This design comes from an exercise in tuning for small area and a short achievable clock period on the open sky130 flow, not from production work.
RTL that was checked went through simulation tests only; none was proved equivalent to the original.
Only the layout flow was run in run 4; the RTL was not checked for function there.
Power and IR drop assume default switching activity.

`flow/run.sh`:
```
#!/bin/bash
# synth_recipe.tcl (not shown) runs the flow's synth.tcl, then flattens the netlist and writes it again
# the make line also repeats each setting of config.mk as NAME=value (left out here)
make -C /OpenROAD-flow-scripts/flow DESIGN_CONFIG=/design/flow/config.mk WORK_HOME=/design/flow/orfs CLKGATE_MAP_FILE= SYNTH_SCRIPT=/design/flow/synth_recipe.tcl finish
```
`flow/design.v`:
```
`default_nettype none
package spi_burst_pkg;
    localparam logic [1:0] CMD_WR_ADDR = 2'b00;
    localparam logic [1:0] CMD_WR_DATA = 2'b01;
    localparam logic [1:0] CMD_RD_ADDR = 2'b10;
    localparam logic [1:0] CMD_RD_DATA = 2'b11;
    typedef enum logic [3:0] {
        IDLE    = 4'd0,
        CMD     = 4'd1,
        WR_ADDR = 4'd2,
        RD_ADDR = 4'd3,
        ADDR_OK = 4'd4,    
        WR_DATA = 4'd5,
        RD_WAIT = 4'd6,
        RD_FRST = 4'd7,    
        RD_DATA = 4'd8
    } state_t;
endpackage
`default_nettype wire
`default_nettype none
module spi_burst_ram (
    input  logic        clk,
    input  logic [15:0] wsel_lo,    
    input  logic [15:0] wsel_hi,    
    input  logic        inj,        
    input  logic [15:0] rsel_lo,    
    input  logic [15:0] rsel_hi,    
    output logic        port0,
    output logic        port4
);
    logic [7:0]  r_ring [1:255];
    logic [15:0] w_col0 [16];
    logic [15:0] w_col4 [16];
    logic [15:0] w_grp0;
    logic [15:0] w_grp4;
    for (genvar a = 1; a < 256; a++) begin : g_ring
        always_ff @(posedge clk) begin
            r_ring[a] <= {r_ring[a][6:0], (wsel_hi[a/16] && wsel_lo[a%16]) ? inj : r_ring[a][7]};
        end
        assign w_col0[a/16][a%16] = r_ring[a][0];
        assign w_col4[a/16][a%16] = r_ring[a][4];
    end
    assign w_col0[0][0] = 1'b0;
    assign w_col4[0][0] = 1'b0;
    for (genvar g = 0; g < 16; g++) begin : g_grp
        assign w_grp0[g] = |(rsel_lo & w_col0[g]);
        assign w_grp4[g] = |(rsel_lo & w_col4[g]);
    end
    assign port0 = |(rsel_hi & w_grp0);
    assign port4 = |(rsel_hi & w_grp4);
endmodule
`default_nettype wire
`default_nettype none
module spi_burst_ram_slave #(
    parameter int DATA_W   = 8,
    parameter int ADDR_W   = 8,
    parameter bit AUTO_INC = 1'b1
) (
    input  logic clk,
    input  logic rst,
    input  logic MOSI,
    input  logic SS_n,
    output logic MISO,
    output logic frame_err
);
    spi_burst_pkg::state_t r_state;
    spi_burst_pkg::state_t w_next_state;
    logic [2:0]  r_ph;           
    logic [2:0]  r_cnt;
    logic [6:0]  r_shift;
    logic [7:0]  r_wr_ptr;
    logic [7:0]  r_rd_ptr;
    logic [7:0]  r_waddr;        
    logic [7:0]  r_wdata;
    logic [7:0]  r_byte0;        
    logic [15:0] r_na_lo;        
    logic [15:0] r_na_hi;
    logic [7:0]  r_nb;           
    logic        r_pq0;          
    logic        r_pq4;
    logic [7:0]  w_nb;           
    logic [7:0]  r_cur;          
    logic        r_cur_ok;       
    logic        r_miso;
    logic        r_ferr;
    logic        w_run;
    logic [7:0]  w_rx;
    logic        w_wr_addr_ld;
    logic        w_rd_addr_ld;
    logic        w_wr_done;
    logic        w_first_ld;
    logic        w_inc_ld;
    logic        w_load;
    logic        w_abort;
    logic        w_byp;
    logic        w_na0;
    logic [7:0]  w_byte;
    logic [15:0] w_wsel_lo;
    logic [15:0] w_wsel_hi;
    logic [15:0] w_rp_lo;
    logic [15:0] w_rp_hi;
    logic [15:0] w_rx_lo;
    logic [15:0] w_rx_hi;
    logic        w_inj;
    logic        w_port0;
    logic        w_port4;
    logic        w_miso_d;
    function automatic logic [15:0] dec4(input logic [3:0] v);
        dec4 = 16'd1 << v;
    endfunction
    assign w_run = !rst && !SS_n;
    assign w_rx  = {r_shift, MOSI};
    assign w_wr_addr_ld = w_run && (r_state == spi_burst_pkg::WR_ADDR) && (r_cnt == 3'd7);
    assign w_rd_addr_ld = w_run && (r_state == spi_burst_pkg::RD_ADDR) && (r_cnt == 3'd7);
    assign w_wr_done    = w_run && (r_state == spi_burst_pkg::WR_DATA) && (r_cnt == 3'd7);
    assign w_first_ld   = w_run && (r_state == spi_burst_pkg::RD_FRST);
    assign w_inc_ld     = w_run && (r_state == spi_burst_pkg::RD_DATA) && (r_cnt == 3'd7);
    assign w_load       = w_first_ld || w_inc_ld;
    assign w_abort = (r_state == spi_burst_pkg::CMD) ||
                     (((r_state == spi_burst_pkg::WR_ADDR) || (r_state == spi_burst_pkg::RD_ADDR) ||
                       (r_state == spi_burst_pkg::WR_DATA)) && (r_cnt != 3'd0));
    assign w_wsel_lo = dec4(r_waddr[3:0]);
    assign w_wsel_hi = dec4(r_waddr[7:4]);
    assign w_inj     = r_wdata[~r_ph];
    spi_burst_ram u_ram (
        .clk     (clk),
        .wsel_lo (w_wsel_lo),
        .wsel_hi (w_wsel_hi),
        .inj     (w_inj),
        .rsel_lo (r_na_lo),
        .rsel_hi (r_na_hi),
        .port0   (w_port0),
        .port4   (w_port4)
    );
    assign w_byp = |(r_na_lo & w_wsel_lo) && |(r_na_hi & w_wsel_hi);
    assign w_na0 = r_na_lo[0] && r_na_hi[0];
    always_comb begin
        if ((r_state == spi_burst_pkg::RD_FRST) && r_cur_ok) w_byte = r_cur;
        else if (w_byp)                                   w_byte = r_wdata;
        else if (w_na0)                                   w_byte = r_byte0;
        else                                              w_byte = w_nb;
    end
    always_comb begin
        for (int b = 0; b < 8; b++) begin
            if (3'(b + r_ph) == 3'd1)      w_nb[b] = r_pq0;
            else if (3'(b + r_ph) == 3'd5) w_nb[b] = r_pq4;
            else                           w_nb[b] = r_nb[b];
        end
    end
    assign w_rp_lo = dec4(r_rd_ptr[3:0]);
    assign w_rp_hi = dec4(r_rd_ptr[7:4]);
    assign w_rx_lo = dec4(w_rx[3:0]);
    assign w_rx_hi = dec4(w_rx[7:4]);
    always_comb begin
        w_miso_d = 1'b0;
        if (r_state == spi_burst_pkg::RD_FRST) w_miso_d = w_byte[7];
        else if (r_state == spi_burst_pkg::RD_DATA) begin
            w_miso_d = (r_cnt == 3'd7) ? w_byte[7] : r_cur[3'd6 - r_cnt];
        end
    end
    always_comb begin
        w_next_state = r_state;
        if (rst || SS_n) begin
            w_next_state = spi_burst_pkg::IDLE;
        end else begin
            case (r_state)
                spi_burst_pkg::IDLE: w_next_state = spi_burst_pkg::CMD;
                spi_burst_pkg::CMD: begin
                    case ({r_shift[0], MOSI})
                        spi_burst_pkg::CMD_WR_ADDR: w_next_state = spi_burst_pkg::WR_ADDR;
                        spi_burst_pkg::CMD_WR_DATA: w_next_state = spi_burst_pkg::WR_DATA;
                        spi_burst_pkg::CMD_RD_ADDR: w_next_state = spi_burst_pkg::RD_ADDR;
                        default:                    w_next_state = spi_burst_pkg::RD_WAIT;
                    endcase
                end
                spi_burst_pkg::WR_ADDR, spi_burst_pkg::RD_ADDR:
                    if (r_cnt == 3'd7) w_next_state = spi_burst_pkg::ADDR_OK;
                spi_burst_pkg::RD_WAIT: w_next_state = spi_burst_pkg::RD_FRST;
                spi_burst_pkg::RD_FRST: w_next_state = spi_burst_pkg::RD_DATA;
                default: w_next_state = r_state;
            endcase
        end
    end
    always_ff @(posedge clk) begin
        r_ph    <= r_ph + 3'd1;
        r_shift <= w_rx[6:0];
        r_state <= w_next_state;
        r_miso  <= w_run && w_miso_d;
        r_ferr  <= !rst && SS_n && w_abort;
        if (!w_run) begin
            r_cnt <= 3'd0;
        end else begin
            case (r_state)
                spi_burst_pkg::WR_ADDR, spi_burst_pkg::RD_ADDR,
                spi_burst_pkg::WR_DATA, spi_burst_pkg::RD_DATA: r_cnt <= r_cnt + 3'd1;
                default: r_cnt <= 3'd0;
            endcase
        end
        if (rst)               r_wr_ptr <= '0;
        else if (w_wr_addr_ld) r_wr_ptr <= w_rx;
        else if (w_wr_done)    r_wr_ptr <= r_wr_ptr + 8'd1;
        if (rst)               r_rd_ptr <= '0;
        else if (w_rd_addr_ld) r_rd_ptr <= w_rx;
        else if (w_inc_ld)     r_rd_ptr <= r_rd_ptr + 8'd1;
        if (w_wr_done) begin
            r_waddr <= r_wr_ptr;
            r_wdata <= w_rx;
            if (r_wr_ptr == 8'd0) r_byte0 <= w_rx;
        end
        if (rst) begin
            r_na_lo <= 16'd1;
            r_na_hi <= 16'd1;
        end else if (SS_n) begin
            r_na_lo <= w_rp_lo;
            r_na_hi <= w_rp_hi;
        end else if (w_rd_addr_ld) begin
            r_na_lo <= w_rx_lo;
            r_na_hi <= w_rx_hi;
        end else if (w_load) begin
            r_na_lo <= {r_na_lo[14:0], r_na_lo[15]};
            if (r_na_lo[15]) r_na_hi <= {r_na_hi[14:0], r_na_hi[15]};
        end
        r_pq0 <= w_port0;
        r_pq4 <= w_port4;
        r_nb  <= w_nb;
        if (w_load) r_cur <= w_byte;
        if (rst || w_rd_addr_ld || w_wr_done) r_cur_ok <= 1'b0;
        else if (w_load)                      r_cur_ok <= 1'b1;
    end
    assign MISO      = r_miso;
    assign frame_err = r_ferr;
endmodule
`default_nettype wire
```
`flow/config.mk`:
```
export PLATFORM = sky130hd
export DESIGN_NAME = spi_burst_ram_slave
export DESIGN_NICKNAME = spi_burst_ram_slave
export VERILOG_FILES = /design/flow/design.v
export SDC_FILE = /design/flow/constraint.sdc
export NUM_CORES = 4
export LEC_CHECK = 0
export CAP_MARGIN = 20
export CORE_MARGIN = 2
export CORE_UTILIZATION = 60
export SETUP_SLACK_MARGIN = 3.3
export SLEW_MARGIN = 20
export TNS_END_PERCENT = 100
```
`flow/constraint.sdc`:
```
create_clock -name core_clock -period 5.5 [get_ports {clk}]
set_input_delay 1.1000 -clock core_clock [delete_from_list [all_inputs] [get_ports {clk}]]
set_output_delay 1.1000 -clock core_clock [all_outputs]
set_load 0.01 [all_outputs]
```
==> flow_summary.yaml, run 1 <==
clocking:
  clockBufferDepth: 3
  cts_tree: "yes"
  path_clk_slew_ns: 0.07
  clk_latency_ns: 0.77
  htree_num_levels: 4
  clock-sinks: 2150
  root_buffer: "clkbuf_16"
  postCtsHoldBufs: 0
  numCtsBuffers: 187
routing:
  drt_wl_total_mm: 132
  ant_nets: 0
  dr.pass1.iters: 8
  avgViaCountPerCell: 5.66
  wl_per_cell_um: 25.7
  drt-initial-drc-count: 2469
  drc_errors: 0
  via_count: 29200
setup_path:
  r2r_cells: 6
  crit_path_end_kind: "flip-flop"
  ff2ff_setup_slack_ns: 3.19
  cp_slowest_stage_delay_ns: 0.74
  path_cells: "buf_6 -> buf_4 -> nand2_1 -> nor2_4 -> a21oi_1 -> a31oi_1"
  cp-start-kind: "flip-flop"
  cp.arrival_ns: 2.99
  critPathMaxFanout: 32
  path_buf_inv: 2
  critPathSlowestCell: "nor2_4"
  r2r_end: "u_ram.r_ring[190][0]"
  rr_startpoint: "r_waddr[5]"
  critical_path.top_delay_family: "simple AND/OR/NAND/NOR gates"
  cp-endpoint: "u_ram.r_ring[190][0]"
  path_depth: 6
  crit_type: "flip-flop to flip-flop"
  critPathRequiredTime_ns: 6.17
  crit_start: "r_waddr[5]"
layout:
  antenna_cells: 0
  areaGrowthSynthToFinish_pct: 19.2
  fin_area_um2: 62900
  layout.nets: 3876
  drive_gt1_share_pct: 16.8
  fill_cells: 5695
yosys:
  syn_avg_cell_area_um2: 14.3
  yosysWarnings: 5
  synth_cells: 3702
  synth-async-reset-ratio_pct: 0
  synth-seq-area-share_pct: 82.2
  synth_top_area_cell: "dfxtp_1"
  synth_area_um2: 52800
  synth-seq-cells: 2150
  synth_area_leaders: "dfxtp_1, a31oi_1, a21oi_1"
  yosys.cell_types.count: 65
  synth_ff_type: "dfxtp_1"
  synth_top_area_share_pct: 80.4
  synth_edf_count: 32
  synth_nets: 3727
global_routing:
  grt_antenna_before_repair: 0
  grt_pass1_vias: 29600
  grt_pass1_wl_mm: 192
  grt_overflow: 0
  grt_start_max_net_pins: 74
  track_usage_pct: 28.8
place:
  place_area_um2: 54100
  dp_hpwl_mm: 71.8
  io_buffers: 5
  gp_congestion: 0.830
  dpl_worst_slack_ns: 1.34
sta:
  finalSetupViolations: 0
  setup_ws_ns: 3.19
  clock-skew-final_ns: 0.0286
  hold_viol: 0
  period_needed_ns: 2.31
  timing.final.crit_share_pct: 42.1
  rsz0062_at_grt: "yes"
  drv_slew: 0
  tns_ns: 0
  max_freq_ghz: 0.432
  relSlewSlack_pct: 38.3
  worst_pin_slew_ns: 0.924
job:
  cap_violations: 0
die:
  ios: 6
  dieWidth_um: 301
  initial_core_util_pct: 60.6
  fp-row-count: 108
  dieArea_um2: 90300
  core-area_um2: 87000
  fp.dieH_um: 301
pwr:
  p_leak_nw: 24.6
  fin_total_pwr_mw: 29.8
  ir_drop_mv: 0.429
  power_density_nw_per_um2: 473
status:
  status: "timing/DRC/antenna clean"
hold_path:
  hold_class: "flip-flop to flip-flop"
routing by layer:
| metal | global-route usage (%) | part of all wire [%] |
|---|---|---|
| met5 | 0 | 0 |
| met4 | 9.03 | 2.5 |
| met3 | 4.48 | 5.3 |
| met2 | 45.3 | 46 |
| met1 | 41.2 | 46 |
final cells by class:
| cell class | instances | area [µm²] | area share, % |
|---|---|---|---|
| Timing Repair Buffer | 188 | 2100 | 3.34 |
| Tap cell | 1155 | 1450 | 2.30 |
| Sequential cell | 2150 | 43400 | 69.1 |
| Inverter | 25 | 101 | 0.161 |
| Multi-Input combinational cell | 1299 | 9200 | 14.6 |
| Clock buffer | 264 | 5510 | 8.76 |
| Clock inverter | 76 | 1090 | 1.74 |
cell usage after synthesis (3+ instances only):
cell         n
a211oi_1    21
a21oi_1    296
a221oi_1   103
a222oi_1    20
a22o_1      98
a22oi_1     73
a311oi_1    14
a31oi_1    262
a32oi_1      3
and2_1       6
and3_1      10
buf_1       17
buf_2       18
clkbuf_1   192
dfxtp_1   2118
edfxtp_1    32
ha_1        21
inv_1       24
mux2i_1     20
mux4_2       4
nand2_1     57
nand2b_1    14
nand3_1     23
nand3b_1     8
nand4_1     36
nor2_1      99
nor2b_1      7
nor3_1      18
nor3b_1      3
nor4_1       3
o21ai_0     29
o21ai_1      5
o22ai_1      5
or3_1        3
xor2_1       4
through the flow:
stage	utilization [%]	hold WS, ns	std cells
finish	72.3	0.308	5157
CTS	71.5	0.311	5131
floorplan	-	0.310	3702
global route	72.3	0.320	5157
global placement	62.2	0.310	4696
detailed placement	62.2	0.312	4697
kinds of logic after synthesis:
| family | count (synthesis) | synth area share [%] |
|---|---|---|
| AO/OA/AOI/OAI | 940 | 11.8 |
| XOR/XNOR | 5 | 0.0830 |
| adder cells (fa/ha/maj) | 21 | 0.498 |
| buffers and inverters | 254 | 1.87 |
| flip-flops | 2150 | 82.2 |
| multiplexers | 24 | 0.550 |
| AND/OR/NAND/NOR | 308 | 3.01 |
cells in the final DEF (no fill, tap or decap), types with 20 or more instances in the layout:
cell type,netlist,layout
dfxtp_1,2118,2092
a221oi_1,103,69
clkinv_2,0,34
buf_4,1,117
nand2_1,57,50
buf_6,1,23
nor2_1,99,68
clkbuf_16,0,198
buf_12,0,27
a22o_1,98,97
clkbuf_8,0,39
nand3_1,23,20
bufinv_16,0,25
nand4_1,36,36
a31oi_1,262,262
edfxtp_1,32,32
a222oi_1,20,20
a22oi_1,73,70
a221oi_2,0,34
a21oi_1,296,292
inv_1,24,24
clkbuf_1,192,31
worst register-to-register path: stages (launching register included):
cell and delay (ns):
edfxtp_1 0.55, buf_6 0.17, buf_4 0.14, nand2_1 0.21
nor2_4 0.74, a21oi_1 0.23, a31oi_1 0.21
where the power goes:
part / switching (mW) / internal (mW) / leakage, nW
sequential: 0.0583 / 15.6 / 17.4
clock: 5.59 / 8.17 / 3.26
combinational: 0.218 / 0.109 / 3.96
total: 5.87 / 23.9 / 24.6
how the worst min path moves through the flow:
stage                                       to  cells after the start  slack (ns)                  from
after floorplan           u_ram.r_ring[100][2]                      0        0.31  u_ram.r_ring[100][1]
after global placement    u_ram.r_ring[174][3]                      0        0.31  u_ram.r_ring[174][2]
after detailed placement   u_ram.r_ring[10][7]                      0        0.31   u_ram.r_ring[10][6]
after CTS                 u_ram.r_ring[111][2]                      0        0.31  u_ram.r_ring[111][1]
after global routing      u_ram.r_ring[179][2]                      0        0.32  u_ram.r_ring[179][1]
final                      u_ram.r_ring[84][3]                      0        0.31   u_ram.r_ring[84][2]
registers in the layout, indices dropped and copies added (netlist names):
register and cells:
r_wdata 8, r_waddr 8, r_cur 8, r_na_lo 16, u_ram.r_ring 2040, r_wr_ptr 8
r_rd_ptr 8, r_byte0 8, r_cur_ok 1, r_ferr 1, r_miso 1, r_nb 8
r_ph 3, r_cnt 3, r_pq0 1, r_shift 7, r_state 4, r_na_hi 16
r_pq4 1
repair_timing:
action	CTS	global route
gates cloned	7	6
pin swaps	48	53
resized for setup	159	87
hold endpoints to repair	0	0
buffers inserted	87	20
setup endpoints to repair	348	157
==> run 2, diff against run 1 <==
--- a/flow/config.mk
+++ b/flow/config.mk
@@ -10,2 +10,4 @@
 export CORE_UTILIZATION = 60
+export CTS_CLUSTER_DIAMETER = 60
+export CTS_CLUSTER_SIZE = 30
 export SETUP_SLACK_MARGIN = 3.3
==> run 2 against run 1 <==
Final area is 4.8% lower. Wire length fell by 4.1%. Cell count shrank 3.1%. Critical path type unchanged.
==> flow_summary.yaml, run 2 <==
pwr:
  seqPwrFrac_pct: 60.9
  p_comb_share_pct: 1.2
  ir_drop_mv: 0.431
  clkPwrFrac_pct: 37.9
  p_int_mw: 20.0
  p_leak_nw: 23.0
  p_sw_mw: 5.69
  power_density_nw_per_um2: 429
  fin_total_pwr_mw: 25.7
  netSwitchingFraction_pct: 22.1
routing:
  dr.pass1.iters: 6
  drc_errors: 0
  avgViaCountPerCell: 5.68
  wl_per_cell_um: 25.4
  via_count: 28400
  drt-initial-drc-count: 2502
  ant_nets: 0
  drt_wl_total_mm: 127
sta:
  worst_pin_slew_ns: 0.920
  period_needed_ns: 2.32
  hold_viol: 0
  clock-skew-final_ns: 0.0303
  fin_hold_ws_ns: 0.312
  drv_slew: 0
  finalSetupViolations: 0
  timing.final.crit_share_pct: 42.2
  max_freq_ghz: 0.431
  tns_ns: 0
  relSlewSlack_pct: 38.5
  rsz0062_at_grt: "yes"
die:
  fp.dieH_um: 301
  ios: 6
  initial_core_util_pct: 60.6
  fp-row-count: 108
  core-area_um2: 87000
  dieWidth_um: 301
  dieArea_um2: 90300
clocking:
  path_clk_slew_ns: 0.10
  clk_latency_ns: 0.72
  htree_num_levels: 3
  clockBufferDepth: 3
  clock-sinks: 2150
  numCtsBuffers: 107
  cts_tree: "yes"
  root_buffer: "clkbuf_16"
place:
  io_buffers: 5
  gp_congestion: 0.830
  dp_hpwl_mm: 71.8
yosys:
  syn_avg_cell_area_um2: 14.3
  synth_commonest_cells: "dfxtp_1, a21oi_1, a31oi_1"
  synth_edf_count: 32
  synth_area_um2: 52800
  synth-seq-area-share_pct: 82.2
  yosys.cell_types.count: 65
  synth_most_common_cell: "dfxtp_1"
  yosysWarnings: 5
  synth_area_leaders: "dfxtp_1, a31oi_1, a21oi_1"
  synth_top_area_share_pct: 80.4
  synth-seq-cells: 2150
  synth-async-reset-ratio_pct: 0
  synth_top_area_cell: "dfxtp_1"
  synth_cells: 3702
  synth_ff_type: "dfxtp_1"
  synth_nets: 3727
setup_path:
  critPathRequiredTime_ns: 5.97
  critPathMaxFanout: 16
  cp.arrival_ns: 2.79
  ff2ff_setup_slack_ns: 3.18
  cp-start-kind: "flip-flop"
  r2r_cells: 8
  crit_path_end_kind: "flip-flop"
  crit_type: "flip-flop to flip-flop"
layout:
  regMostFlops: "u_ram.r_ring"
  fill_cells: 6023
  areaGrowthSynthToFinish_pct: 13.4
  reg_top3: "u_ram.r_ring: 2040 flops, r_na_hi: 16 flops, r_na_lo: 16 flops"
  largest_reg_flops: 2040
  final_cell_mix: "dfxtp_1, a21oi_1, a31oi_1"
  drive_gt1_share_pct: 13.3
  layout.nets: 3780
  antenna_cells: 0
  layout_commonest_cell: "dfxtp_1"
global_routing:
  grt_start_max_net_pins: 74
  grt_antenna_before_repair: 1
  grt_pass1_wl_mm: 186
  track_usage_pct: 27.8
  grt_overflow: 0
  grt_pass1_vias: 28200
job:
  cap_violations: 0
hold_path:
  hold_class: "flip-flop to flip-flop"
  hold_depth: 0
status:
  status: "timing/DRC/antenna clean"
run 2: changes by cell type in the layout (fill, tap and decap cells not counted), moves of 6 or more:
cell	before	now
a221oi_1	69	80
a221oi_2	34	23
buf_12	27	18
bufinv_16	25	6
clkbuf_1	31	4
clkbuf_16	198	112
clkbuf_8	39	1
clkinv_2	34	2
clkinv_8	0	22
inv_12	0	6
inv_6	6	14
inv_8	1	14
nor2_1	68	75
nor2_2	17	9
run 2: final timing paths:
kind | end | startpoint
hold / removal | u_ram.r_ring[114][4] | u_ram.r_ring[114][3]
setup / recovery | r_cur[7] | r_waddr[1]
setup reg to reg | r_cur[7] | r_waddr[1]
hold reg to reg | u_ram.r_ring[114][4] | u_ram.r_ring[114][3]
run 2: cells by family after synthesis:
| group | after synthesis | share of synthesized area (%) |
|---|---|---|
| adder cells (fa/ha/maj) | 21 | 0.498 |
| flip-flops | 2150 | 82.2 |
| multiplexers | 24 | 0.550 |
| buffers and inverters | 254 | 1.87 |
| AND/OR/NAND/NOR | 308 | 3.01 |
| AO/OA/AOI/OAI | 940 | 11.8 |
| XOR/XNOR | 5 | 0.0830 |
run 2: per-stage QoR:
step	cell area, µm²	cells	setup WS, ns	utilization (%)
after floorplan	52800	3702	2.84	-
after global placement	54100	4696	1.33	62.2
after detailed placement	54100	4697	1.34	62.2
after CTS	59400	4978	3.19	68.3
after global routing	59900	4995	3.11	68.8
final	59900	4995	3.18	68.8
run 2: cell type report:
type / count / area [µm²] / area share [%]
flip-flops and latches: 2150 / 43400 / 72.6
multi-input cells: 1299 / 9090 / 15.2
clock buffers: 115 / 2780 / 4.65
repair buffers: 172 / 1800 / 3.01
well taps: 1155 / 1450 / 2.41
clock inverters: 79 / 1200 / 2.00
inverters: 25 / 106 / 0.178
run 2: power groups by stage:
stage          logic [mW]  clock network [mW]  registers, mW
2_1_floorplan       0.124                   0           16.0
3_3_place_gp        0.195                   0           16.1
3_5_place_dp        0.195                   0           16.1
4_1_cts             0.277                9.85           15.7
5_1_grt             0.308                10.4           15.7
6_report            0.301                9.74           15.7
run 2: per-layer routing:
metal / vias up / wire length [µm] / share of wire, % / global-route usage [%]
li1: 13200 / - / - / -
met1: 14300 / 60900 / 48 / 41.2
met2: 740 / 57400 / 45 / 43.6
met3: 177 / 5720 / 4.5 / 3.48
met4: 0 / 3120 / 2.5 / 7.45
met5: - / 0 / 0 / 0
run 2: worst max-delay path, stage by stage (launching register included):
cell and delay, ns:
edfxtp_1 0.45, buf_12 0.18, nand2b_1 0.24, o211ai_1 0.17, a21oi_2 0.29, nand2_2 0.12, a221o_1 0.42, a21oi_2 0.16
inv_1 0.05
run 2: repair_timing:
| item | 4_1_cts | 5_1_grt |
|---|---|---|
| cloned | 4 | 3 |
| setup buffers | 83 | 14 |
| setup endpoints to repair | 349 | 135 |
| hold buffers | 0 | 0 |
| gates resized for setup | 151 | 56 |
| pin swaps | 38 | 73 |
==> run 3, diff against run 2 <==
--- a/flow/config.mk
+++ b/flow/config.mk
@@ -9,7 +9,6 @@
 export CORE_MARGIN = 2
-export CORE_UTILIZATION = 60
-export CTS_CLUSTER_DIAMETER = 60
+export CORE_UTILIZATION = 75
+export CTS_CLUSTER_DIAMETER = 80
 export CTS_CLUSTER_SIZE = 30
-export SETUP_SLACK_MARGIN = 3.3
+export SETUP_SLACK_MARGIN = 3.2
 export SLEW_MARGIN = 20
-export TNS_END_PERCENT = 100
==> run 3 against run 2 <==
Combinational power is 11% lower. Total power is 9.6% lower. Clock power is 25% lower. Synthesized area stayed put. Cell count is 6.5% lower. Via count is 2.2% higher. Register-to-register slack worse by 0.17 ns. First-iteration DRC count is 24% higher. Sequential power hardly changed. Critical path type unchanged. Critical endpoint is now r_miso.
==> flow_summary.yaml, run 3 <==
status:
  status: "timing/DRC/antenna clean"
routing:
  ant_nets: 0
  wl_per_cell_um: 26.8
  via_count: 29000
  drt_wl_total_mm: 125
  dr.pass1.iters: 6
  drc_errors: 0
  avgViaCountPerCell: 6.21
  drt-initial-drc-count: 3098
clocking:
  root_buffer: "clkbuf_16"
  htree_num_levels: 3
  cts_tree: "yes"
  postCtsHoldBufs: 0
  clockBufferDepth: 3
  path_clk_slew_ns: 0.11
  numCtsBuffers: 82
  clk_latency_ns: 0.68
  clock-sinks: 2150
yosys:
  synth-seq-cells: 2150
  synth_ff_type: "dfxtp_1"
  yosys.cell_types.count: 65
  synth_fa_ha_area_share_pct: 0.498
  synth_area_leaders: "dfxtp_1, a31oi_1, a21oi_1"
  synth_compound_area_share_pct: 11.8
  synth-async-reset-ratio_pct: 0
  synth_area_um2: 52800
  synth_commonest_cells: "dfxtp_1, a21oi_1, a31oi_1"
  synth_nets: 3727
  synth_top_area_share_pct: 80.4
  synth_top_area_cell: "dfxtp_1"
  synth_cells: 3702
  synth_most_common_cell: "dfxtp_1"
  synth_top_family_by_area: "compound AO/OA/AOI/OAI gates"
  synthSimpleGateAreaFrac_pct: 3.01
  synth-xor-area-share_pct: 0.0830
  synthMuxAreaShare_pct: 0.550
  syn_avg_cell_area_um2: 14.3
  yosysWarnings: 5
  synth_edf_count: 32
  synth-seq-area-share_pct: 82.2
die:
  core-area_um2: 69800
  dieWidth_um: 269
  initial_core_util_pct: 75.6
  fp-row-count: 97
  fp.dieH_um: 269
  ios: 6
  dieArea_um2: 72500
setup_path:
  r2r_end: "r_miso"
  crit_type: "flip-flop to flip-flop"
  crit_start: "r_na_lo[8]"
  cp.arrival_ns: 3.05
  ff2ff_setup_slack_ns: 3.01
  critPathRequiredTime_ns: 6.07
  rr_startpoint: "r_na_lo[8]"
  critPathMaxFanout: 19
  cp-start-kind: "flip-flop"
  r2r_cells: 8
  crit_path_end_kind: "flip-flop"
global_routing:
  met1_usage_pct: 48.3
  grt-busiest-layer: "met2"
  grt_antenna_before_repair: 3
  gr-usage-met3_pct: 6.17
  track_usage_pct: 34.0
  grtUsageMet2_pct: 53.2
  grt_pass1_vias: 29000
  grt_start_max_net_pins: 115
  grt_pass1_wl_mm: 185
  grt_overflow: 0
layout:
  areaGrowthSynthToFinish_pct: 8.90
  layout.nets: 3743
  layout_commonest_cell: "dfxtp_1"
  final_cell_mix: "dfxtp_1, a21oi_1, a31oi_1"
  post-route-util_pct: 82.3
  reg_top3: "u_ram.r_ring: 2040 flops, r_na_hi: 16 flops, r_na_lo: 16 flops"
  drive_gt1_share_pct: 10.3
  regMostFlops: "u_ram.r_ring"
  largest_reg_flops: 2040
sta:
  hold_viol: 0
  worst_pin_slew_ns: 0.767
  tns_ns: 0
  relSlewSlack_pct: 48.8
  setup_ws_ns: 3.01
  fin_hold_ws_ns: 0.315
  period_needed_ns: 2.49
  max_freq_ghz: 0.402
  rsz0062_at_grt: "yes"
  clock-skew-final_ns: 0.0309
  timing.final.crit_share_pct: 45.2
  finalSetupViolations: 0
  drv_slew: 0
place:
  gp_congestion: 0.883
  dp_hpwl_mm: 69.9
  io_buffers: 5
  dpl_worst_slack_ns: 1.18
pwr:
  fin_total_pwr_mw: 23.2
  p_leak_nw: 22.1
  p_comb_share_pct: 1.2
  ir_drop_mv: 0.323
  p_int_mw: 18.5
  seqPwrFrac_pct: 67.5
  power_density_nw_per_um2: 404
  clkPwrFrac_pct: 31.4
  netSwitchingFraction_pct: 20.2
  p_sw_mw: 4.68
hold_path:
  worstHoldEndpoint: "u_ram.r_ring[103][4]"
  hold_depth: 0
  min_from: "u_ram.r_ring[103][3]"
  hold_class: "flip-flop to flip-flop"
job:
  cap_violations: 0
-- run 3: layer usage --
metal / share of wire (%) / vias up
li1: - / 13000
met1: 43 / 14600
met2: 46 / 1172
met3: 7.2 / 247
met4: 3.6 / 4
met5: 0.022 / -
-- run 3: area by class of cell --
| cell class | instances | area [µm²] |
|---|---|---|
| inverter | 25 | 101 |
| timing repair buffer | 159 | 1540 |
| clock buffer | 87 | 2140 |
| tap | 940 | 1180 |
| fill | 3511 | 12300 |
| multi-input combinational | 1300 | 8950 |
| antenna | 1 | 2.50 |
| sequential | 2150 | 43400 |
| clock inverter | 8 | 108 |
-- run 3: kinds of logic after synthesis --
group                      after synthesis
AOI/OAI and AO/OA                      940
xor gates and xnor gates                 5
adders and majority gates               21
buffers and inverters                  254
DFF                                   2150
muxes                                   24
and+or+nand+nor                        308
-- run 3: critical path: stages (launching register included) --
cell      delay (ns)
dfxtp_4         0.46
buf_8           0.28
nand3b_1        0.17
a211oi_1        0.57
nor4_4          0.13
a21oi_2         0.18
a21oi_1         0.17
a211oi_2        0.28
o22ai_1         0.11
-- run 3: metrics by stage --
stage / instances / instance area [µm²]
2_1_floorplan: 3702 / 52800
3_3_place_gp: 4482 / 53800
3_5_place_dp: 4482 / 53800
4_1_cts: 4647 / 57000
5_1_grt: 4669 / 57500
6_report: 4670 / 57500
-- run 3: power by group through the flow --
stage,logic [mW],registers [mW],clock network (mW)
after floorplan,0.124,16.0,0
after global placement,0.175,16.1,0
after detailed placement,0.177,16.1,0
after CTS,0.244,15.7,7.29
after global routing,0.275,15.7,7.82
final,0.269,15.7,7.29
-- run 3: worst max path at each step --
stage                  end  slack (ns)  cells past startpoint
3_5_place_dp    r_na_hi[0]        1.18                      8
3_3_place_gp    r_na_lo[0]        1.30                      7
2_1_floorplan  r_na_lo[10]        2.84                      7
4_1_cts           r_cur[7]        3.13                      9
6_report            r_miso        3.01                      8
5_1_grt              r_pq4        3.07                      7
-- run 3: repair_timing --
item | in CTS | in global routing
setup buffers | 67 | 22
gates cloned | 3 | 0
gates resized for setup | 104 | 62
endpoints found under the setup margin | 337 | 78
pin swaps | 29 | 41
==> run 4, diff against run 3 <==
--- a/flow/design.v
+++ b/flow/design.v
@@ -78,5 +78,2 @@
     logic [7:0]  r_nb;           
-    logic        r_pq0;          
-    logic        r_pq4;
-    logic [7:0]  w_nb;           
     logic [7:0]  r_cur;          
@@ -140,10 +137,3 @@
         else if (w_na0)                                   w_byte = r_byte0;
-        else                                              w_byte = w_nb;
-    end
-    always_comb begin
-        for (int b = 0; b < 8; b++) begin
-            if (3'(b + r_ph) == 3'd1)      w_nb[b] = r_pq0;
-            else if (3'(b + r_ph) == 3'd5) w_nb[b] = r_pq4;
-            else                           w_nb[b] = r_nb[b];
-        end
+        else                                              w_byte = r_nb;
     end
@@ -222,5 +212,6 @@
         end
-        r_pq0 <= w_port0;
-        r_pq4 <= w_port4;
-        r_nb  <= w_nb;
+        for (int b = 0; b < 8; b++) begin
+            if (3'(b + r_ph) == 3'd0) r_nb[b] <= w_port0;
+            if (3'(b + r_ph) == 3'd4) r_nb[b] <= w_port4;
+        end
         if (w_load) r_cur <= w_byte;
--- a/flow/config.mk
+++ b/flow/config.mk
@@ -9,6 +9,3 @@
 export CORE_MARGIN = 2
-export CORE_UTILIZATION = 75
-export CTS_CLUSTER_DIAMETER = 80
-export CTS_CLUSTER_SIZE = 30
-export SETUP_SLACK_MARGIN = 3.2
+export CORE_UTILIZATION = 40
 export SLEW_MARGIN = 20
==> run 4 against run 3 <==
Non-clock buffer count down 95. Clock-buffer cell count up 189. Wire length down 4.6%. Global-route usage fell by 17 points. Critical path depth unchanged. Worst setup slack got worse by 1.3 ns. Clock power is 84% higher. Via count is 3.7% lower. Sequential power is essentially flat. Hold slack lost 0.0019 ns. Sequential cell count decreased by 2. Largest cell class unchanged.
==> flow_summary.yaml, run 4 <==
clocking:
  root_buffer: "clkbuf_16"
  postCtsHoldBufs: 0
  clk_latency_ns: 0.79
  cts_resized: 0
  clock-sinks: 2148
  cts_tree: "yes"
  clockBufferDepth: 3
  numCtsBuffers: 188
  htree_num_levels: 4
  cts_setup_buffers: 0
  path_clk_slew_ns: 0.07
global_routing:
  grt_pass1_vias: 27000
  grt_pass1_wl_mm: 176
  grt_overflow: 0
  track_usage_pct: 17.3
  grt_start_max_net_pins: 155
  grt_antenna_before_repair: 1
die:
  dieWidth_um: 368
  dieArea_um2: 136000
  fp-row-count: 133
  fp.dieH_um: 368
  initial_core_util_pct: 40.4
  ios: 6
  core-area_um2: 132000
yosys:
  synth_cells: 3684
  synth_top_area_cell: "dfxtp_1"
  syn_avg_cell_area_um2: 14.4
  synth_area_leaders: "dfxtp_1, a31oi_1, a21oi_1"
  synth_edf_count: 40
  synth_ff_type: "dfxtp_1"
  synth_area_um2: 53100
  synth_nets: 3712
  yosysWarnings: 5
  synth_most_common_cell: "dfxtp_1"
  synth_commonest_cells: "dfxtp_1, a21oi_1, a31oi_1"
  synth-seq-area-share_pct: 81.7
  yosys.cell_types.count: 65
  synth_top_area_share_pct: 79.4
  synth-async-reset-ratio_pct: 0
  synth-seq-cells: 2148
routing:
  wl_met3_mm: 5.96
  drc_errors: 0
  ant_nets: 0
  routed.top_layer: "met4"
  met2_length_mm: 53.2
  wl_per_cell_um: 21.3
  dr.pass1.iters: 7
  avgViaCountPerCell: 4.97
  drt-initial-drc-count: 2527
  drt_wl_total_mm: 120
  via_count: 27900
  m1WireLength_mm: 57.7
setup_path:
  crit_type: "flip-flop to flip-flop"
  rr_startpoint: "r_na_lo[7]"
  cp-start-kind: "flip-flop"
  cp.arrival_ns: 4.35
  r2r_end: "r_nb[7]"
  critPathMaxFanout: 20
  path_cells: "buf_4 -> a22o_1 -> a221oi_2 -> nand3_1 -> o21ai_1 -> nand4_1 -> or4b_1 -> mux2_2"
  ff2ff_setup_slack_ns: 1.69
  r2r_cells: 8
  cp_slowest_stage_delay_ns: 0.83
  crit_path_end_kind: "flip-flop"
  critPathSlowestCell: "or4b_1"
  critPathRequiredTime_ns: 6.04
sta:
  timing.final.crit_share_pct: 69.3
  setup_ws_ns: 1.69
  clock-skew-final_ns: 0.0339
  tns_ns: 0
  relSlewSlack_pct: 33.6
  rsz0062_at_grt: "no"
  hold_viol: 0
  worst_pin_slew_ns: 0.996
  finalSetupViolations: 0
  drv_slew: 0
  period_needed_ns: 3.81
  max_freq_ghz: 0.263
layout:
  regMostFlops: "u_ram.r_ring"
  layout.nets: 3733
  fill_cells: 11400
  areaGrowthSynthToFinish_pct: 15.6
  drive_gt1_share_pct: 12.0
  final_cell_mix: "dfxtp_1, a21oi_1, a31oi_1"
  layout_commonest_cell: "dfxtp_1"
  reg_top3: "u_ram.r_ring: 2040 flops, r_na_hi: 16 flops, r_na_lo: 16 flops"
  largest_reg_flops: 2040
place:
  dpl_worst_slack_ns: 1.42
  io_buffers: 5
  dp_hpwl_mm: 69.5
  gp_congestion: 0.843
pwr:
  power_density_nw_per_um2: 476
  netSwitchingFraction_pct: 20.2
  ir_drop_mv: 0.334
  fin_total_pwr_mw: 29.3
  seqPwrFrac_pct: 53.7
  p_sw_mw: 5.91
  p_comb_share_pct: 0.6
  clkPwrFrac_pct: 45.7
  p_leak_nw: 23.4
  p_int_mw: 23.3
hold_path:
  hold_depth: 0
  worstHoldEndpoint: "u_ram.r_ring[214][2]"
  hold_class: "flip-flop to flip-flop"
  min_from: "u_ram.r_ring[214][1]"
job:
  cap_violations: 0
status:
  status: "timing/DRC/antenna clean"
-- run 4: changes by cell type in the layout (fill, tap and decap cells not counted), sizes merged, moves of 19 or more --
cell,before,now
a221oi,103,74
a21oi,297,276
clkbuf,88,276
a22oi,73,123
clkinv,2,37
buf,157,60
a22o,98,71
nor2,102,83
-- run 4: final cells by class --
cell class              instances  area, µm²  area share [%]
repair buffers                 64        513           0.835
clock buffers                 276       5530            8.99
flip-flops and latches       2148      43400            70.7
diodes                          2       5.00         0.00814
clock inverters                71        943            1.54
inverters                      25       93.8           0.153
well taps                    1755       2200            3.57
multi-input cells            1278       8760            14.2
-- run 4: power groups by stage --
stage / clock network, mW / logic (mW) / registers [mW]
6_report: 13.4 / 0.162 / 15.7
3_5_place_dp: 0 / 0.161 / 16.1
3_3_place_gp: 0 / 0.160 / 16.1
4_1_cts: 13.6 / 0.161 / 15.7
2_1_floorplan: 0 / 0.140 / 16.0
5_1_grt: 14.2 / 0.171 / 15.7
-- run 4: how the worst max path moves through the flow --
stage          startpoint          to  slack, ns  cells past startpoint
6_report       r_na_lo[7]     r_nb[7]       1.69                      8
5_1_grt        r_na_lo[8]     r_nb[7]       1.68                      8
4_1_cts        r_na_lo[7]     r_nb[7]       1.75                      8
3_5_place_dp         SS_n  r_na_hi[0]       1.42                     10
3_3_place_gp         SS_n  r_na_hi[0]       1.48                     10
2_1_floorplan         rst  r_byte0[0]       2.28                      5
-- run 4: stage by stage --
step                area [µm²]  hold WS [ns]  cells  utilization, %
finish                   61500         0.313   5619            46.7
global route             61500         0.316   5617            46.7
global placement         55000         0.310   5270            41.8
CTS                      61500         0.315   5617            46.7
floorplan                53100         0.310   3684               -
detailed placement       55000         0.312   5270            41.8
-- run 4: layer usage --
metal / global-route usage [%] / up-vias
li1: - / 13100
met1: 25.0 / 13800
met2: 26.5 / 812
met3: 2.75 / 189
met4: 5.71 / 0
met5: 0 / -
-- run 4: critical path, delay by kind of cell, from the launching register on --
kind | cells | cell delay [ns]
buf+inv | 1 | 0.38
simple gates | 3 | 1.30
mux | 1 | 0.37
flops | 1 | 0.51
compound gates | 3 | 0.96
-- run 4: logic make-up after synthesis --
logic type	Yosys count	synth area share, %
flip-flops	2148	81.7
XOR/XNOR	8	0.132
AO/OA/AOI/OAI	926	11.8
adder cells (fa/ha/maj)	24	0.565
AND/OR/NAND/NOR	288	2.85
buffers and inverters	258	2.30
multiplexers	32	0.725
==> run 5, diff against run 4 <==
--- a/flow/design.v
+++ b/flow/design.v
@@ -27,4 +27,4 @@
     input  logic [15:0] rsel_hi,    
-    output logic        port0,
-    output logic        port4
+    output logic [3:0]  port0,
+    output logic [3:0]  port4
 );
@@ -48,4 +48,6 @@
     end
-    assign port0 = |(rsel_hi & w_grp0);
-    assign port4 = |(rsel_hi & w_grp4);
+    for (genvar q = 0; q < 4; q++) begin : g_quarter
+        assign port0[q] = |(rsel_hi[4*q +: 4] & w_grp0[4*q +: 4]);
+        assign port4[q] = |(rsel_hi[4*q +: 4] & w_grp4[4*q +: 4]);
+    end
 endmodule
@@ -78,2 +80,7 @@
     logic [7:0]  r_nb;           
+    logic [3:0]  r_pq0;          
+    logic [3:0]  r_pq4;
+    logic        r_na0;          
+    logic        r_byp;
+    logic [7:0]  w_nb;           
     logic [7:0]  r_cur;          
@@ -101,4 +108,6 @@
     logic        w_inj;
-    logic        w_port0;
-    logic        w_port4;
+    logic [3:0]  w_port0;
+    logic [3:0]  w_port4;
+    logic [15:0] w_na_lo_n;      
+    logic [15:0] w_na_hi_n;
     logic        w_miso_d;
@@ -135,5 +144,24 @@
         if ((r_state == spi_burst_pkg::RD_FRST) && r_cur_ok) w_byte = r_cur;
-        else if (w_byp)                                   w_byte = r_wdata;
-        else if (w_na0)                                   w_byte = r_byte0;
-        else                                              w_byte = r_nb;
+        else if (r_byp)                                   w_byte = r_wdata;
+        else if (r_na0)                                   w_byte = r_byte0;
+        else                                              w_byte = w_nb;
+    end
+    always_comb begin
+        for (int b = 0; b < 8; b++) begin
+            if (3'(b + r_ph) == 3'd1)      w_nb[b] = |r_pq0;
+            else if (3'(b + r_ph) == 3'd5) w_nb[b] = |r_pq4;
+            else                           w_nb[b] = r_nb[b];
+        end
+    end
+    always_comb begin
+        w_na_lo_n = r_na_lo;
+        w_na_hi_n = r_na_hi;
+        if ((r_state == spi_burst_pkg::RD_ADDR) && (r_cnt == 3'd7)) begin
+            w_na_lo_n = w_rx_lo;
+            w_na_hi_n = w_rx_hi;
+        end else if ((r_state == spi_burst_pkg::RD_FRST) ||
+                     ((r_state == spi_burst_pkg::RD_DATA) && (r_cnt == 3'd7))) begin
+            w_na_lo_n = {r_na_lo[14:0], r_na_lo[15]};
+            if (r_na_lo[15]) w_na_hi_n = {r_na_hi[14:0], r_na_hi[15]};
+        end
     end
@@ -205,13 +233,11 @@
             r_na_hi <= w_rp_hi;
-        end else if (w_rd_addr_ld) begin
-            r_na_lo <= w_rx_lo;
-            r_na_hi <= w_rx_hi;
-        end else if (w_load) begin
-            r_na_lo <= {r_na_lo[14:0], r_na_lo[15]};
-            if (r_na_lo[15]) r_na_hi <= {r_na_hi[14:0], r_na_hi[15]};
-        end
-        for (int b = 0; b < 8; b++) begin
-            if (3'(b + r_ph) == 3'd0) r_nb[b] <= w_port0;
-            if (3'(b + r_ph) == 3'd4) r_nb[b] <= w_port4;
-        end
+        end else begin
+            r_na_lo <= w_na_lo_n;
+            r_na_hi <= w_na_hi_n;
+        end
+        r_na0 <= w_na0;
+        r_byp <= w_byp;
+        r_pq0 <= w_port0;
+        r_pq4 <= w_port4;
+        r_nb  <= w_nb;
         if (w_load) r_cur <= w_byte;
--- a/flow/config.mk
+++ b/flow/config.mk
@@ -9,3 +9,6 @@
 export CORE_MARGIN = 2
-export CORE_UTILIZATION = 40
+export CORE_UTILIZATION = 75
+export CTS_CLUSTER_DIAMETER = 80
+export CTS_CLUSTER_SIZE = 30
+export SETUP_SLACK_MARGIN = 3.25
 export SLEW_MARGIN = 20
==> run 5 against run 4 <==
Critical path depth shrank 7. Core utilization grew 35 points. Synthesized cell count grew 0.95%. Global-route usage grew 16 points. Wire length grew 3.5%. Largest power group unchanged.
==> flow_summary.yaml, run 5 <==
yosys:
  synth_most_common_cell: "dfxtp_1"
  synth-seq-area-share_pct: 82.0
  synth_nets: 3744
  synth_commonest_cells: "dfxtp_1, a21oi_1, a31oi_1"
  synth_edf_count: 32
  synth-async-reset-ratio_pct: 0
  synth_top_area_cell: "dfxtp_1"
  synth_area_um2: 53100
  synth_cells: 3719
  synth_top_area_share_pct: 80.2
  yosysWarnings: 5
  syn_avg_cell_area_um2: 14.3
  yosys.cell_types.count: 60
  synth_ff_type: "dfxtp_1"
  synth-seq-cells: 2158
  synth_area_leaders: "dfxtp_1, a31oi_1, a21oi_1"
setup_path:
  critPathSlowestCell: "dfxtp_2"
  critPathMaxFanout: 1
  critPathRequiredTime_ns: 4.40
  cp-start-kind: "flip-flop"
  cp_slowest_stage_delay_ns: 0.35
  crit_path_end_kind: "primary output"
  cp.arrival_ns: 1.14
  critical_path.top_delay_family: "flip-flops"
  crit_type: "flip-flop to primary output"
  path_cells: "buf_6"
  path_buf_inv: 1
sta:
  hold_viol: 0
  tns_ns: 0
  worst_pin_slew_ns: 0.811
  finalSetupViolations: 0
  fin_hold_ws_ns: 0.324
  clock-skew-final_ns: 0.0175
  relSlewSlack_pct: 45.9
  max_freq_ghz: 0.446
  drv_slew: 0
  period_needed_ns: 2.24
  rsz0062_at_grt: "yes"
  timing.final.crit_share_pct: 40.7
routing:
  avgViaCountPerCell: 6.29
  met2_length_mm: 56.8
  dr.pass1.iters: 6
  ant_nets: 0
  wl_met3_mm: 8.43
  m1WireLength_mm: 54.0
  via_count: 29100
  routed.top_layer: "met4"
  drt-initial-drc-count: 3254
  drt_wl_total_mm: 124
  wl_per_cell_um: 26.7
  drc_errors: 0
job:
  cap_violations: 0
clocking:
  root_buffer: "clkbuf_16"
  htree_num_levels: 3
  cts_tree: "yes"
  clk_latency_ns: 0.68
  path_clk_slew_ns: 0.12
  postCtsHoldBufs: 0
  clockBufferDepth: 3
  clock-sinks: 2158
  numCtsBuffers: 81
global_routing:
  grt_start_max_net_pins: 79
  grt_antenna_before_repair: 2
  grt_overflow: 0
  grt_pass1_vias: 29100
  track_usage_pct: 33.6
  grt_pass1_wl_mm: 184
hold_path:
  hold_class: "flip-flop to flip-flop"
layout:
  layout_commonest_cell: "dfxtp_1"
  drive_gt1_share_pct: 8.00
  reg_top3: "u_ram.r_ring: 2040 flops, r_na_hi: 16 flops, r_na_lo: 16 flops"
  final_cells: 4626
  areaGrowthSynthToFinish_pct: 7.38
  final_cell_mix: "dfxtp_1, a21oi_1, a31oi_1"
  fill_cells: 3669
  largest_reg_flops: 2040
  regMostFlops: "u_ram.r_ring"
  antenna_cells: 0
  layout.nets: 3701
die:
  initial_core_util_pct: 75.8
  dieWidth_um: 270
  ios: 6
  dieArea_um2: 72900
  core-area_um2: 70000
  fp.dieH_um: 270
  fp-row-count: 97
place:
  io_buffers: 5
  dpl.cell_count: 4491
  dp_hpwl_mm: 68.2
  gp_congestion: 0.836
status:
  status: "timing/DRC/antenna clean"
pwr:
  p_leak_nw: 21.7
  power_density_nw_per_um2: 407
  ir_drop_mv: 0.414
run 5: cell types whose count changed in the layout (fill, tap and decap cells not counted), moves of 17 or more:
cell,change
a221oi_1,+28
buf_4,+17
clkbuf_16,-105
buf_6,+19
clkbuf_8,-46
nand3_1,+21
a222oi_1,-20
a221oi_2,-21
clkbuf_1,-36
clkinv_2,-29
run 5: power by group:
part	internal [mW]	switching, mW	leakage (nW)
sequential	15.7	0.0758	17.4
clock	2.81	4.39	1.08
combinational	0.0529	0.175	3.20
run 5: path summary, 6_finish.rpt:
kind	startpoint	end	slack, ns	depth (start not counted)
worst max register to register	r_na_lo[10]	r_pq0[0]	3.27	5
worst max-delay path	r_ferr	frame_err	3.26	1
worst min register to register	u_ram.r_ring[204][2]	u_ram.r_ring[204][3]	0.32	0
worst min-delay path	u_ram.r_ring[204][2]	u_ram.r_ring[204][3]	0.32	0
run 5: layout make-up:
class	count	area [µm²]	share of cell area (%)
flip-flops and latches	2158	43600	76.4
clock buffers	89	2130	3.74
repair buffers	106	1040	1.82
inverters	25	98.8	0.173
clock inverters	4	67.6	0.119
well taps	940	1180	2.06
multi-input cells	1304	8910	15.6
run 5: timing repair:
item | CTS | global route
endpoints found under the hold margin | 0 | 0
endpoints found under the setup margin | 346 | 193
pin swaps | 13 | 6
cloned | 2 | 0
buffers inserted | 30 | 10
resized for setup | 61 | 24
run 5: stage by stage:
| stage | utilization [%] | power (mW) | worst slack, ns | instance area, µm² |
|---|---|---|---|---|
| 3_5_place_dp | 77.3 | 16.3 | 1.53 | 54100 |
| 3_3_place_gp | 77.3 | 16.3 | 1.73 | 54100 |
| 6_report | 81.4 | 23.2 | 3.26 | 57000 |
| 4_1_cts | 81.2 | 23.2 | 3.23 | 56900 |
| 2_1_floorplan | - | 16.2 | 3.02 | 53100 |
| 5_1_grt | 81.4 | 23.7 | 3.19 | 57000 |
run 5: cell families after synthesis:
logic type / after synthesis / synth area share (%)
AND/OR/NAND/NOR: 296 / 3.02
buffers and inverters: 257 / 1.94
adder cells (fa/ha/maj): 21 / 0.495
flip-flops: 2158 / 82.0
XOR/XNOR: 7 / 0.116
multiplexers: 32 / 0.717
AO/OA/AOI/OAI: 948 / 11.7
run 5: routing by layer:
metal  vias to the layer above  track usage [%]
met1                     14700             48.3
met5                         -                0
met4                         0             13.0
li1                      12900                -
met2                      1192             52.3
met3                       252             5.00
==> run 6, diff against run 5 <==
--- a/flow/config.mk
+++ b/flow/config.mk
@@ -12,3 +12,3 @@
 export CTS_CLUSTER_SIZE = 30
-export SETUP_SLACK_MARGIN = 3.25
+export SETUP_SLACK_MARGIN = 3.3
 export SLEW_MARGIN = 20
==> run 6 against run 5 <==
Global-route usage down 0.35 points. Still clean on timing, DRC and antenna. Total power fell by 0.13%. Cell count is 0.19% higher. Register-to-register slack about the same. Final area grew 0.17%. Core utilization is 0.14 points higher. Sequential share of layout area down 0.11 points. First-iteration DRC count fell by 5.9%. Largest cell class unchanged. Critical path depth grew 5. Via count is 0.61% lower.
==> flow_summary.yaml, run 6 <==
status:
  status: "timing/DRC/antenna clean"
clocking:
  clockBufferDepth: 3
  root_buffer: "clkbuf_16"
  cts_tree: "yes"
  htree_num_levels: 3
  numCtsBuffers: 82
  clock-sinks: 2158
  clk_latency_ns: 0.67
  path_clk_slew_ns: 0.11
global_routing:
  grt_antenna_before_repair: 3
  grt_overflow: 0
  grt_pass1_wl_mm: 182
  grt_pass1_vias: 28600
  grt_start_max_net_pins: 58
  track_usage_pct: 33.3
sta:
  clock-skew-final_ns: 0.0306
  worst_pin_slew_ns: 0.785
  period_needed_ns: 2.24
  rsz0062_at_grt: "yes"
  hold_viol: 0
  fin_hold_ws_ns: 0.317
  max_freq_ghz: 0.446
  finalSetupViolations: 0
  drv_slew: 0
  timing.final.crit_share_pct: 40.8
  relSlewSlack_pct: 47.6
  tns_ns: 0
pwr:
  power_density_nw_per_um2: 405
  netSwitchingFraction_pct: 20.1
  p_sw_mw: 4.64
  clkPwrFrac_pct: 31.0
  ir_drop_mv: 0.361
  seqPwrFrac_pct: 68.1
  p_comb_share_pct: 0.9
  p_int_mw: 18.5
  p_leak_nw: 21.7
die:
  initial_core_util_pct: 75.8
  core-area_um2: 70000
  ios: 6
  fp.dieH_um: 270
  dieWidth_um: 270
  dieArea_um2: 72900
  fp-row-count: 97
yosys:
  synth-async-reset-ratio_pct: 0
  synth_cells: 3719
  yosysWarnings: 5
  synth_top_family_by_area: "compound AO/OA/AOI/OAI gates"
  synth_area_leaders: "dfxtp_1, a31oi_1, a21oi_1"
  syn_avg_cell_area_um2: 14.3
  synth_fa_ha_area_share_pct: 0.495
  synth-seq-cells: 2158
  yosys.cell_types.count: 60
  synth_compound_area_share_pct: 11.7
  synth_nets: 3744
  synth_top_area_cell: "dfxtp_1"
  synth_area_um2: 53100
  synth_top_area_share_pct: 80.2
  synth_commonest_cells: "dfxtp_1, a21oi_1, a31oi_1"
  synth_most_common_cell: "dfxtp_1"
  synth-seq-area-share_pct: 82.0
  synthSimpleGateAreaFrac_pct: 3.02
  synth_ff_type: "dfxtp_1"
  synthMuxAreaShare_pct: 0.717
  synth-xor-area-share_pct: 0.116
  synth_edf_count: 32
layout:
  fill_cells: 3665
  largest_reg_flops: 2040
  layout.nets: 3712
  reg_top3: "u_ram.r_ring: 2040 flops, r_na_hi: 16 flops, r_na_lo: 16 flops"
  layout_commonest_cell: "dfxtp_1"
  regMostFlops: "u_ram.r_ring"
  regArea_um2: 43600
  drive_gt1_share_pct: 8.53
  final_cell_mix: "dfxtp_1, a21oi_1, a31oi_1"
  areaGrowthSynthToFinish_pct: 7.56
  multi_input_area_um2: 8990
hold_path:
  hold_class: "flip-flop to flip-flop"
place:
  gp_congestion: 0.829
  dp_hpwl_mm: 67.4
  io_buffers: 5
job:
  cap_violations: 0
routing:
  ant_nets: 0
  wl_per_cell_um: 26.5
  drt-initial-drc-count: 3061
  drt_wl_total_mm: 123
  dr.pass1.iters: 6
  drc_errors: 0
  via_count: 28900
  avgViaCountPerCell: 6.24
setup_path:
  critPathMaxFanout: 18
  crit_path_end_kind: "flip-flop"
  crit_type: "flip-flop to flip-flop"
  critPathRequiredTime_ns: 6.04
  cp.arrival_ns: 2.78
  cp-start-kind: "flip-flop"
  ff2ff_setup_slack_ns: 3.26
## run 6: cell count changes in the layout (fill, tap and decap cells not counted), moves of 4 or more
cell,before,now
dfxtp_2,17,13
o21ai_0,44,40
buf_4,74,82
dfxtp_4,7,11
## run 6: per-layer routing
metal | wire length [µm] | vias up | part of all wire, % | GRT usage [%]
li1 | - | 12900 | - | -
met1 | 54000 | 14500 | 44 | 48.6
met2 | 55000 | 1219 | 45 | 50.6
met3 | 8850 | 261 | 7.2 | 5.22
met4 | 4850 | 0 | 3.9 | 13.0
met5 | 0 | - | 0 | 0
## run 6: path summary, 6_finish.rpt
path | startpoint | endpoint | depth (start not counted)
setup reg to reg | r_na_lo[8] | r_pq4[2] | 6
hold reg to reg | u_ram.r_ring[18][5] | u_ram.r_ring[18][6] | 0
hold / removal | u_ram.r_ring[18][5] | u_ram.r_ring[18][6] | 0
setup / recovery | r_na_lo[8] | r_pq4[2] | 6
## run 6: final cells by class
type | instances | share of cell area, %
Clock buffer | 86 | 3.68
Clock inverter | 5 | 0.114
Antenna cell | 1 | 0.00438
Multi-Input combinational cell | 1306 | 15.7
Sequential cell | 2158 | 76.3
Tap cell | 940 | 2.06
Inverter | 25 | 0.173
Timing Repair Buffer | 114 | 1.90
## run 6: power by group through the flow
stage / registers, mW / logic [mW] / clock network, mW
after global placement: 16.1 / 0.178 / 0
final: 15.8 / 0.198 / 7.17
after detailed placement: 16.1 / 0.183 / 0
after global routing: 15.8 / 0.203 / 7.70
after floorplan: 16.0 / 0.127 / 0
after CTS: 15.8 / 0.186 / 7.18
## run 6: timing repair
| item | in CTS | in global routing |
|---|---|---|
| resized for setup | 75 | 35 |
| pin swaps | 15 | 10 |
| cloned | 4 | 1 |
| setup endpoints to repair | 354 | 139 |
| buffers inserted | 31 | 23 |
| hold buffers | 0 | 0 |
## run 6: cell families after synthesis
group,Yosys count
DFF,2158
buffers and inverters,257
adders and majority gates,21
muxes,32
xor gates and xnor gates,7
AOI/OAI and AO/OA,948
and+or+nand+nor,296
## run 6: critical path, cell delays in order, from the launching register on
cell	delay (ns)
dfxtp_4	0.50
buf_4	0.32
a22o_1	0.26
a221oi_1	0.24
nand4_1	0.24
a22oi_2	0.39
nand3_1	0.14
## run 6: per-stage QoR
| stage | cell area, µm² | setup WS [ns] | utilization, % | std cells | total power, mW |
|---|---|---|---|---|---|
| finish | 57100 | 3.26 | 81.5 | 4635 | 23.1 |
| detailed placement | 54100 | 1.67 | 77.2 | 4484 | 16.3 |
| global placement | 54100 | 1.81 | 77.2 | 4484 | 16.3 |
| global route | 57100 | 3.25 | 81.5 | 4634 | 23.7 |
| floorplan | 53100 | 3.03 | - | 3719 | 16.2 |
| CTS | 56800 | 3.26 | 81.1 | 4610 | 23.1 |
==> run 7, diff against run 6 <==
--- a/flow/config.mk
+++ b/flow/config.mk
@@ -9,3 +9,3 @@
 export CORE_MARGIN = 2
-export CORE_UTILIZATION = 75
+export CORE_UTILIZATION = 70
 export CTS_CLUSTER_DIAMETER = 80
==> run 7 against run 6 <==
Synthesized area unchanged. Sequential power about the same. Global-route usage decreased by 2.2 points. Maximum frequency decreased by 1.4%. Cell count increased by 0.88%. Worst setup slack got worse by 0.032 ns.
==> flow_summary.yaml, run 7 <==
yosys:
  synth-seq-cells: 2158
  synth_ff_type: "dfxtp_1"
  synth_area_leaders: "dfxtp_1, a31oi_1, a21oi_1"
  synth_commonest_cells: "dfxtp_1, a21oi_1, a31oi_1"
  synth-seq-area-share_pct: 82.0
  synth_top_area_cell: "dfxtp_1"
  yosysWarnings: 5
  synth_most_common_cell: "dfxtp_1"
  synth_cells: 3719
  synth_edf_count: 32
  synth_top_area_share_pct: 80.2
  syn_avg_cell_area_um2: 14.3
  synth_area_um2: 53100
  synth-async-reset-ratio_pct: 0
  synth_nets: 3744
  yosys.cell_types.count: 60
die:
  fp.dieH_um: 279
  ios: 6
  initial_core_util_pct: 71.1
  core-area_um2: 74700
  dieWidth_um: 279
  dieArea_um2: 78000
  fp-row-count: 100
setup_path:
  r2r_end: "r_wr_ptr[0]"
  cp.arrival_ns: 1.17
  critPathMaxFanout: 1
  path_buf_inv: 1
  critPathRequiredTime_ns: 4.40
  crit_start: "r_ferr"
  path_cells: "buf_6"
  rr_startpoint: "r_cnt[0]"
  ff2ff_setup_slack_ns: 3.30
  cp-start-kind: "flip-flop"
  r2r_cells: 7
  critPathSlowestCell: "dfxtp_4"
  crit_type: "flip-flop to primary output"
  crit_path_end_kind: "primary output"
  cp-endpoint: "frame_err"
  cp_slowest_stage_delay_ns: 0.38
  critical_path.top_delay_family: "flip-flops"
  path_depth: 1
sta:
  max_freq_ghz: 0.440
  drv_slew: 0
  hold_viol: 0
  period_needed_ns: 2.27
  rsz0062_at_grt: "yes"
  tns_ns: 0
  clock-skew-final_ns: 0.0314
  worst_pin_slew_ns: 0.753
  finalSetupViolations: 0
  relSlewSlack_pct: 49.8
  fin_hold_ws_ns: 0.320
  timing.final.crit_share_pct: 41.3
routing:
  avgViaCountPerCell: 6.13
  dr.pass1.iters: 8
  drt_wl_total_mm: 122
  drc_errors: 0
  via_count: 28600
  ant_nets: 0
  drt-initial-drc-count: 2767
  wl_per_cell_um: 26.1
clocking:
  postCtsHoldBufs: 0
  cts_tree: "yes"
  htree_num_levels: 3
  clockBufferDepth: 3
  clock-sinks: 2158
  root_buffer: "clkbuf_16"
  path_clk_slew_ns: 0.11
  clk_latency_ns: 0.69
  numCtsBuffers: 82
place:
  io_buffers: 5
  dp_hpwl_mm: 68.5
  gp_congestion: 0.873
layout:
  layout.nets: 3719
  areaGrowthSynthToFinish_pct: 8.08
  reg_top3: "u_ram.r_ring: 2040 flops, r_na_hi: 16 flops, r_na_lo: 16 flops"
  layout_commonest_cell: "dfxtp_1"
  largest_reg_flops: 2040
  final_cell_mix: "dfxtp_1, a21oi_1, a31oi_1"
  drive_gt1_share_pct: 8.61
  regMostFlops: "u_ram.r_ring"
global_routing:
  grt_antenna_before_repair: 2
  grt_start_max_net_pins: 55
  grt_overflow: 0
  grt_pass1_vias: 28100
  track_usage_pct: 31.0
  grt_pass1_wl_mm: 180
pwr:
  p_leak_nw: 21.9
  ir_drop_mv: 0.415
  power_density_nw_per_um2: 405
status:
  status: "timing/DRC/antenna clean"
job:
  cap_violations: 0
hold_path:
  hold_class: "flip-flop to flip-flop"
[run 7: cell count changes in the layout (fill, tap and decap cells not counted), moves of 3 or more]
cell	before	now
buf_6	20	12
o21ai_1	10	7
buf_12	3	12
buf_8	1	9
o21ai_0	40	45
a22oi_2	5	2
dfxtp_4	11	14
[run 7: metrics by stage]
step	cells	area (µm²)	util [%]	power [mW]	setup slack, ns
3_5_place_dp	4522	54200	72.5	16.3	1.67
2_1_floorplan	3719	53100	-	16.2	3.03
5_1_grt	4675	57400	76.8	23.8	3.19
3_3_place_gp	4522	54200	72.5	16.3	1.77
4_1_cts	4658	57100	76.4	23.3	3.19
6_report	4676	57400	76.8	23.2	3.23
[run 7: worst min-delay path by stage]
stage | from | to | depth (start not counted)
detailed placement | u_ram.r_ring[150][2] | u_ram.r_ring[150][3] | 0
finish | u_ram.r_ring[164][5] | u_ram.r_ring[164][6] | 0
CTS | u_ram.r_ring[22][6] | u_ram.r_ring[22][7] | 0
global placement | u_ram.r_ring[237][3] | u_ram.r_ring[237][4] | 0
floorplan | u_ram.r_ring[100][1] | u_ram.r_ring[100][2] | 0
global route | u_ram.r_ring[63][6] | u_ram.r_ring[63][7] | 0
[run 7: timing repair]
item / in CTS / in global routing
gates resized for setup: 78 / 37
setup endpoints to repair: 354 / 84
pin swaps: 12 / 9
gates cloned: 2 / 0
setup buffers: 38 / 17
[run 7: area by class of cell]
cell class              count  area [µm²]
flip-flops and latches   2158       43600
fillers                  4503       17300
diodes                      1        2.50
inverters                  25        98.8
repair buffers            123        1280
well taps                 969        1210
multi-input cells        1304        8950
clock inverters             7        91.3
clock buffers              89        2150
[run 7: layer usage]
metal / vias to the layer above / wire length, µm / global-route usage (%)
met1: 14400 / 55600 / 46.2
met3: 228 / 7290 / 3.74
li1: 13000 / - / -
met5: - / 0 / 0
met2: 1077 / 55200 / 48.1
met4: 0 / 3850 / 9.47
[run 7: cell families (layout without fill, tap and decap cells)]
kind of cell             after synthesis  in the layout  synth area share [%]
flip-flops                          2158           2158                  82.0
AO/OA/AOI/OAI                        948            948                  11.7
AND/OR/NAND/NOR                      296            296                  3.02
buffers and inverters                257            244                  1.94
multiplexers                          32             32                 0.717
adder cells (fa/ha/maj)               21             21                 0.495
XOR/XNOR                               7              7                 0.116
other                                  0              1                     0
[run 7: power by group]
part / total [mW] / internal, mW / switching (mW)
Clock: 7.26 / 2.85 / 4.41
Combinational: 0.242 / 0.0601 / 0.182
Sequential: 15.7 / 15.7 / 0.0753

==> re-timing with driven ports <==
The results above use ideal ports. As a check the final layouts listed here were re-extracted and re-timed, cells and wires unchanged. Step 1, drivers: a clkbuf_16 drives clk and a buf_2 each remaining input, both assumed. Step 2 moves the port delays by t, midway between the first and last clock arrival at a register: inputs arrive t later, outputs are due t later. That takes back most of the time a late clock gives input paths. a / b / c = ideal ports / drivers / drivers and shift; a / b = the first two.
run | shift t [ns] | setup slack, ns | worst data-port slew with drivers (ns) | cell pins on the clock port's net
run 1 | 0.823 | 3.185 / 3.156 / 2.560 | 0.03 | 1
run 2 | 0.780 | 3.179 / 3.174 / 2.531 | 0.03 | 1
run 3 | 0.738 | 3.013 / 3.013 / 2.520 | 0.05 | 1
run 4 | 0.858 | 1.691 / 1.691 / 1.333 | 0.03 | 1
run 5 | 0.740 | 3.260 / 3.192 / 2.724 | 0.03 | 1
run 6 | 0.724 | 3.258 / 3.226 / 2.651 | 0.04 | 1
run 7 | 0.740 | 3.226 / 3.156 / 2.576 | 0.03 | 1
After both steps setup and hold are still met in every run listed. The setup slack of run 7, which loses most, moves by -0.070 ns with the drivers and by -0.650 ns with both steps.
